Context: an optimization exercise on an open-source flow, tuned for small area, a short achievable clock period and few clock cycles. The choices shown serve that exercise and are no tape-out recipe.
At most, simulation tests tie the RTL to the original design; equivalence was not proved.
No activity file was given, so power comes from the tool's default toggle rates.

v39:
==> flow/design.v <==
package rt_pkg;
    localparam int unsigned CAMERA_IW = 16;
    localparam int unsigned CAMERA_QW = 16;
    localparam int unsigned CAMERA_WL = CAMERA_IW + CAMERA_QW;
endpackage
module rt_rgu #(
    parameter int unsigned WL = rt_pkg::CAMERA_WL
) (
    input  logic [WL-1:0] base,
    input  logic [WL-1:0] delta,
    input  logic          cin,
    output logic [WL-1:0] next
);
    localparam int unsigned LV = $clog2(WL);
    logic [(LV+1)*WL-1:0] g, p;
    logic [WL-1:0]        hp;
    assign hp = base ^ delta;
    always_comb begin
        g = '0;
        p = '0;
        g[WL-1:0] = base & delta;
        p[WL-1:0] = hp;
        g[0] = (base[0] & delta[0]) | (hp[0] & cin);
        for (int l = 0; l < LV; l++) begin
            for (int i = 0; i < WL; i++) begin
                if (((i >> l) & 1) == 1) begin
                    g[(l+1)*WL + i] = g[l*WL + i]
                                    | (p[l*WL + i] & g[l*WL + ((i >> l) << l) - 1]);
                    p[(l+1)*WL + i] = p[l*WL + i] & p[l*WL + ((i >> l) << l) - 1];
                end else begin
                    g[(l+1)*WL + i] = g[l*WL + i];
                    p[(l+1)*WL + i] = p[l*WL + i];
                end
            end
        end
        next = hp ^ {g[LV*WL +: WL-1], cin};
    end
endmodule
module rt_frag_stream #(
    parameter int unsigned IW = rt_pkg::CAMERA_IW,
    parameter int unsigned QW = rt_pkg::CAMERA_QW
) (
    input  logic          clk,
    input  logic          resetn,
    input  logic          start,
    input  logic          abort,
    output logic          busy,
    output logic          done,
    input  logic [31:0]   image_width,
    input  logic [31:0]   image_height,
    input  logic [31:0]   camera_center_x,
    input  logic [31:0]   camera_center_y,
    input  logic [31:0]   camera_center_z,
    input  logic [31:0]   pixel_delta_u_x,
    input  logic [31:0]   pixel_delta_u_y,
    input  logic [31:0]   pixel_delta_u_z,
    input  logic [31:0]   pixel_delta_v_x,
    input  logic [31:0]   pixel_delta_v_y,
    input  logic [31:0]   pixel_delta_v_z,
    input  logic [31:0]   pixel_00_loc_x,
    input  logic [31:0]   pixel_00_loc_y,
    input  logic [31:0]   pixel_00_loc_z,
    output logic          m_valid,
    input  logic          m_ready,
    output logic [31:0]   m_data,
    output logic          m_last
);
    logic [IW-1:0] img_w, img_h;
    logic          unused_bits;
    logic busy_q, init_q, valid_q, done_q;
    logic          lc_q, lr_q, last_q, w1_q;
    logic [IW-1:0] xrem_q, yrem_q, w_q;
    logic [31:0]   acc_q, row_q, step_q;
    logic          idle, hs, adv, row_start, row_en, lc_a, lr_a;
    logic [IW-1:0] xdec, ydec;
    logic [31:0]   sum;
    assign img_w = image_width[QW +: IW];
    assign img_h = image_height[QW +: IW];
    assign unused_bits = ^{image_width[QW-1:0], image_height[QW-1:0],
                           camera_center_y, camera_center_z,
                           pixel_delta_u_y, pixel_delta_u_z,
                           pixel_delta_v_y, pixel_delta_v_z,
                           pixel_00_loc_y, pixel_00_loc_z};
    assign idle      = ~(init_q | valid_q);
    assign hs        = valid_q & m_ready;
    assign adv       = init_q | hs;
    assign row_start = init_q | lc_q;
    assign xdec      = xrem_q - IW'(1);
    assign ydec      = yrem_q - IW'(1);
    rt_rgu #(
        .WL (32)
    ) u_rgu (
        .base  (lc_q ? row_q : acc_q),
        .delta (step_q),
        .cin   (init_q),
        .next  (sum)
    );
    always_comb begin
        lc_a = lc_q ? w1_q : (xrem_q == IW'(2));
        lr_a = row_start ? (yrem_q == IW'(1)) : lr_q;
    end
    always_ff @(posedge clk or negedge resetn) begin
        if (!resetn) begin
            busy_q  <= 1'b0;
            init_q  <= 1'b0;
            valid_q <= 1'b0;
            done_q  <= 1'b0;
        end else begin
            done_q <= 1'b0;
            init_q <= 1'b0;
            if (abort) begin
                busy_q  <= 1'b0;
                valid_q <= 1'b0;
            end else if (!busy_q) begin
                if (start) begin
                    if (img_w != '0 && img_h != '0) begin
                        busy_q <= 1'b1;
                        init_q <= 1'b1;
                    end else begin
                        done_q <= 1'b1;
                    end
                end
            end else if (init_q) begin
                valid_q <= 1'b1;
            end else if (hs && last_q) begin
                busy_q  <= 1'b0;
                valid_q <= 1'b0;
                done_q  <= 1'b1;
            end
        end
    end
    assign row_en = idle | (adv & row_start);
    always_ff @(posedge clk) begin
        step_q <= idle ? ~camera_center_x
                : ((adv ? lc_a : lc_q) ? pixel_delta_v_x : pixel_delta_u_x);
        if (row_en) begin
            row_q  <= idle ? pixel_00_loc_x : sum;
            yrem_q <= idle ? img_h : ydec;
        end
        if (idle) begin
            w_q    <= img_w;
            w1_q   <= (img_w == IW'(1));
        end
        if (idle | adv) begin
            lc_q   <= idle | lc_a;
        end
        if (adv) begin
            acc_q  <= sum;
            xrem_q <= lc_q ? w_q : xdec;
            lr_q   <= lr_a;
            last_q <= lc_a & lr_a;
        end
    end
    assign busy    = busy_q;
    assign done    = done_q;
    assign m_valid = valid_q;
    assign m_data  = acc_q;
    assign m_last  = last_q;
endmodule
export LEC_CHECK = 0
export CAP_MARGIN = 20
export CORE_MARGIN = 2
export CORE_UTILIZATION = 40
export SLEW_MARGIN = 20
export TNS_END_PERCENT = 0
create_clock -name core_clock -period 10.0 [get_ports {clk}]
standard.sh (not shown) runs the stock make flow with config.mk's settings and CLKGATE_MAP_FILE= SYNTH_SCRIPT=/design/flow/synth_recipe.tcl, a recipe that flattens the netlist after the stock synthesis.
==> flow/flow/run.sh <==
#!/bin/bash
# Standard ORFS layout with small port buffers, a compact clock tree and a
# tighter setup target for the resizer's timing repair. Each ORFS step keeps
# its full log under orfs/logs; make's own output goes to standard_make.log.
set -euo pipefail
export BUFFER_PORTS_ARGS="-buffer_cell sky130_fd_sc_hd__buf_1"
export CTS_ARGS="-sink_clustering_enable -repair_clock_nets -buf_list {sky130_fd_sc_hd__clkbuf_8} -sink_clustering_size 30 -sink_clustering_max_diameter 100 -dont_use_dummy_load"
bash standard.sh BUFFER_PORTS_ARGS="$BUFFER_PORTS_ARGS" CTS_ARGS="$CTS_ARGS" SETUP_SLACK_MARGIN=7.0 finish > standard_make.log 2>&1
The inputs of v12 differ from those of v39 as listed below.
diff --git a/flow/design.v b/flow/design.v
--- a/flow/design.v
+++ b/flow/design.v
@@ -65,16 +65,16 @@
     output logic [31:0]   m_data,
     output logic          m_last
 );
     logic [IW-1:0] img_w, img_h;
     logic          unused_bits;
     logic busy_q, init_q, valid_q, done_q;
-    logic          lc_q, lr_q, last_q, w1_q;
+    logic          lc_q, lcn_q, lr_q, last_q, w1_q;
     logic [IW-1:0] xrem_q, yrem_q, w_q;
     logic [31:0]   acc_q, row_q, step_q;
-    logic          idle, hs, adv, row_start, row_en, lc_a, lr_a;
+    logic          idle, hs, adv, row_start, row_adv, lc_a, lr_a, lc_d;
     logic [IW-1:0] xdec, ydec;
     logic [31:0]   sum;
     assign img_w = image_width[QW +: IW];
     assign img_h = image_height[QW +: IW];
     assign unused_bits = ^{image_width[QW-1:0], image_height[QW-1:0],
                            camera_center_y, camera_center_z,
@@ -87,13 +87,13 @@
     assign row_start = init_q | lc_q;
     assign xdec      = xrem_q - IW'(1);
     assign ydec      = yrem_q - IW'(1);
     rt_rgu #(
         .WL (32)
     ) u_rgu (
-        .base  (lc_q ? row_q : acc_q),
+        .base  ({lcn_q ? acc_q[31:16] : row_q[31:16], lc_q ? row_q[15:0] : acc_q[15:0]}),
         .delta (step_q),
         .cin   (init_q),
         .next  (sum)
     );
     always_comb begin
         lc_a = lc_q ? w1_q : (xrem_q == IW'(2));
@@ -126,26 +126,23 @@
                 busy_q  <= 1'b0;
                 valid_q <= 1'b0;
                 done_q  <= 1'b1;
             end
         end
     end
-    assign row_en = idle | (adv & row_start);
+    assign row_adv = adv & row_start;
+    assign lc_d    = idle | (adv ? lc_a : lc_q);
     always_ff @(posedge clk) begin
-        step_q <= idle ? ~camera_center_x
-                : ((adv ? lc_a : lc_q) ? pixel_delta_v_x : pixel_delta_u_x);
-        if (row_en) begin
-            row_q  <= idle ? pixel_00_loc_x : sum;
-            yrem_q <= idle ? img_h : ydec;
-        end
+        step_q <= lc_d ? (idle ? ~camera_center_x : pixel_delta_v_x) : pixel_delta_u_x;
+        row_q  <= row_adv ? sum : (idle ? pixel_00_loc_x : row_q);
+        yrem_q <= row_adv ? ydec : (idle ? img_h : yrem_q);
+        lc_q   <= lc_d;
+        lcn_q  <= ~lc_d;
         if (idle) begin
             w_q    <= img_w;
             w1_q   <= (img_w == IW'(1));
-        end
-        if (idle | adv) begin
-            lc_q   <= idle | lc_a;
         end
         if (adv) begin
             acc_q  <= sum;
             xrem_q <= lc_q ? w_q : xdec;
             lr_q   <= lr_a;
             last_q <= lc_a & lr_a;
Notes after the runs:
Changes observed in v12 relative to v39: global-route wire length before repair comparable; maximum resistive drop on vdd rose by 14%. v12 ends up with a critical path data arrival time that is 270 ps lower than in v39. Clock share of power | v12 above v39. Of v12 and v39, it is v12 that has the lower die outline width. As far as total length of routed met2 wires is concerned, v12 and v39 perform about the same. In the flow results for v12 and v39, the maximum fanout count along the critical path is smaller on v39. Number of iterations in the first detailed-routing pass is higher on v39. Against v39, highest achievable clock rate in v12 rose by a little under 10%. Sort v12 and v39 by growth of design area from synthesis to finish, ascending, and v12 comes first. Diff v39 -> v12 | total power | decrease of about 1.7%. v12 carries more flip-flops than v39.
Function was not checked in any run of this note: the RTL went through the layout flow alone.

========
## 02-02
rt_frag_stream, a different RTL version from the one above (not shown whole).
Size: roughly 720 cells after synthesis, about 8000 µm² of cells after synthesis.
==> module rt_frag_stream, before the edit <==
module rt_frag_stream #(
    parameter int unsigned IW = rt_pkg::CAMERA_IW,
    parameter int unsigned QW = rt_pkg::CAMERA_QW
) (
    input  logic          clk,
    input  logic          resetn,
    input  logic          start,
    input  logic          abort,
    output logic          busy,
    output logic          done,
    input  logic [31:0]   image_width,
    input  logic [31:0]   image_height,
    input  logic [31:0]   camera_center_x,
    input  logic [31:0]   camera_center_y,
    input  logic [31:0]   camera_center_z,
    input  logic [31:0]   pixel_delta_u_x,
    input  logic [31:0]   pixel_delta_u_y,
    input  logic [31:0]   pixel_delta_u_z,
    input  logic [31:0]   pixel_delta_v_x,
    input  logic [31:0]   pixel_delta_v_y,
    input  logic [31:0]   pixel_delta_v_z,
    input  logic [31:0]   pixel_00_loc_x,
    input  logic [31:0]   pixel_00_loc_y,
    input  logic [31:0]   pixel_00_loc_z,
    output logic          m_valid,
    input  logic          m_ready,
    output logic [31:0]   m_data,
    output logic          m_last
);
    logic [IW-1:0] img_w, img_h;
    logic          unused_bits;
    logic busy_q, init_q, valid_q, done_q;
    logic          lc_q, lr_q, last_q, w1_q;
    logic [IW-1:0] xrem_q, yrem_q, w_q;
    logic [31:0]   acc_q, row_q, step_q;
    logic          idle, hs, adv, row_start, row_adv, lc_a, lr_a, lc_d;
    logic [IW-1:0] xdec, ydec;
    logic [31:0]   sum;
    assign img_w = image_width[QW +: IW];
    assign img_h = image_height[QW +: IW];
    assign unused_bits = ^{image_width[QW-1:0], image_height[QW-1:0],
                           camera_center_y, camera_center_z,
                           pixel_delta_u_y, pixel_delta_u_z,
                           pixel_delta_v_y, pixel_delta_v_z,
                           pixel_00_loc_y, pixel_00_loc_z};
    assign idle      = ~(init_q | valid_q);
    assign hs        = valid_q & m_ready;
    assign adv       = init_q | hs;
    assign row_start = init_q | lc_q;
    assign xdec      = xrem_q - IW'(1);
    assign ydec      = yrem_q - IW'(1);
    rt_rgu #(
        .WL (32)
    ) u_rgu (
        .base  (lc_q ? row_q : acc_q),
        .delta (step_q),
        .cin   (init_q),
        .next  (sum)
    );
    always_comb begin
        lc_a = lc_q ? w1_q : (xrem_q == IW'(2));
        lr_a = row_start ? (yrem_q == IW'(1)) : lr_q;
    end
    always_ff @(posedge clk or negedge resetn) begin
        if (!resetn) begin
            busy_q  <= 1'b0;
            init_q  <= 1'b0;
            valid_q <= 1'b0;
            done_q  <= 1'b0;
        end else begin
            done_q <= 1'b0;
            init_q <= 1'b0;
            if (abort) begin
                busy_q  <= 1'b0;
                valid_q <= 1'b0;
            end else if (!busy_q) begin
                if (start) begin
                    if (img_w != '0 && img_h != '0) begin
                        busy_q <= 1'b1;
                        init_q <= 1'b1;
                    end else begin
                        done_q <= 1'b1;
                    end
                end
            end else if (init_q) begin
                valid_q <= 1'b1;
            end else if (hs && last_q) begin
                busy_q  <= 1'b0;
                valid_q <= 1'b0;
                done_q  <= 1'b1;
            end
        end
    end
    assign row_adv = adv & row_start;
    assign lc_d    = idle | (adv ? lc_a : lc_q);
    always_ff @(posedge clk) begin
        step_q <= lc_d ? (idle ? ~camera_center_x : pixel_delta_v_x) : pixel_delta_u_x;
        row_q  <= row_adv ? sum : (idle ? pixel_00_loc_x : row_q);
        yrem_q <= row_adv ? ydec : (idle ? img_h : yrem_q);
        lc_q   <= lc_d;
        if (idle) begin
            w_q    <= img_w;
            w1_q   <= (img_w == IW'(1));
        end
        if (adv) begin
            acc_q  <= sum;
            xrem_q <= lc_q ? w_q : xdec;
            lr_q   <= lr_a;
            last_q <= lc_a & lr_a;
        end
    end
    assign busy    = busy_q;
    assign done    = done_q;
    assign m_valid = valid_q;
    assign m_data  = acc_q;
    assign m_last  = last_q;
endmodule
export LEC_CHECK = 0
export CAP_MARGIN = 20
export CORE_MARGIN = 2
export CORE_UTILIZATION = 40
export SLEW_MARGIN = 20
export TNS_END_PERCENT = 0
create_clock -name core_clock -period 10.0 [get_ports {clk}]
Scripts as last shown in full above: flow/flow/run.sh
Testbench counts of 02-02, summed over its fixed seeds: cycles 25,740.
Inputs modified between 02-02 and 03-14:
--- a/flow/design.v
+++ b/flow/design.v
@@ -68,7 +68,7 @@
     logic [IW-1:0] img_w, img_h;
     logic          unused_bits;
     logic busy_q, init_q, valid_q, done_q;
-    logic          lc_q, lr_q, last_q, w1_q;
+    logic          lc_q, lr_q, last_q;
     logic [IW-1:0] xrem_q, yrem_q, w_q;
     logic [31:0]   acc_q, row_q, step_q;
     logic          idle, hs, adv, row_start, row_adv, lc_a, lr_a, lc_d;
@@ -96,7 +96,7 @@
         .next  (sum)
     );
     always_comb begin
-        lc_a = lc_q ? w1_q : (xrem_q == IW'(2));
+        lc_a = lc_q ? (w_q == IW'(1)) : (xrem_q == IW'(2));
         lr_a = row_start ? (yrem_q == IW'(1)) : lr_q;
     end
     always_ff @(posedge clk or negedge resetn) begin
@@ -138,7 +138,6 @@
         lc_q   <= lc_d;
         if (idle) begin
             w_q    <= img_w;
-            w1_q   <= (img_w == IW'(1));
         end
         if (adv) begin
             acc_q  <= sum;
Notes after the runs:
Summary of 03-14 over 02-02: data arrival time of the worst path saw an increase; switching fraction of total power saw a decrease; final-layout worst hold slack saw an increase.
When 03-14 is measured against 02-02, its slack of the critical path turns out 0.26 ns lower.
When 03-14 is set beside 02-02, its number of enable flip-flop cells after synthesis turns out to be 1 smaller.
Compared with 02-02, 03-14 ends up with more cell area.
Of the two values seen for largest family of logic cells by synthesized area, compound AO/OA/AOI/OAI gates was produced by 02-02 and multiplexers by 03-14.
Sequential fraction of design power | 03-14 above 02-02
Max wire length of the first global-routing pass across 03-14 and 02-02: 02-02
In 03-14, the met1 demand-to-capacity share in global routing came out 1.6 points below the value in 02-02.
No functional check of the RTL was part of 03-14.

## separate check: timing with driven ports
No port has a modelled driver above. Below, the same layouts with a new extraction and two added sets of constraints.
Step 1 assumes that a clkbuf_16 drives the clock port and a buf_2 every other input.
Step 2, shift: input delay + t, output delay - t, t = (earliest + latest rising clock arrival at the registers) / 2. This alone moves slack from input paths to output paths.
a / b / c = no drivers / after step 1 / after step 2; a / b = the first two.
| run | shift t [ns] | setup WS [ns] | hold slack, ns |
|---|---|---|---|
| v39 | 0.471 | 6.488 / 6.488 / 6.183 | 0.525 / 0.525 / 0.525 |
| v12 | 0.466 | 6.744 / 6.753 / 6.287 | 0.533 / 0.533 / 0.533 |
| 02-02 | 0.478 | 6.769 / 6.769 / 6.307 | 0.517 / 0.517 / 0.517 |
| 03-14 | 0.476 | 6.510 / 6.510 / 6.129 | 0.567 / 0.567 / 0.567 |
After both steps setup and hold are still met in every run listed. For 02-02, which loses most, drivers alone change the setup slack by 0.000 ns; drivers and shift together by -0.462 ns.
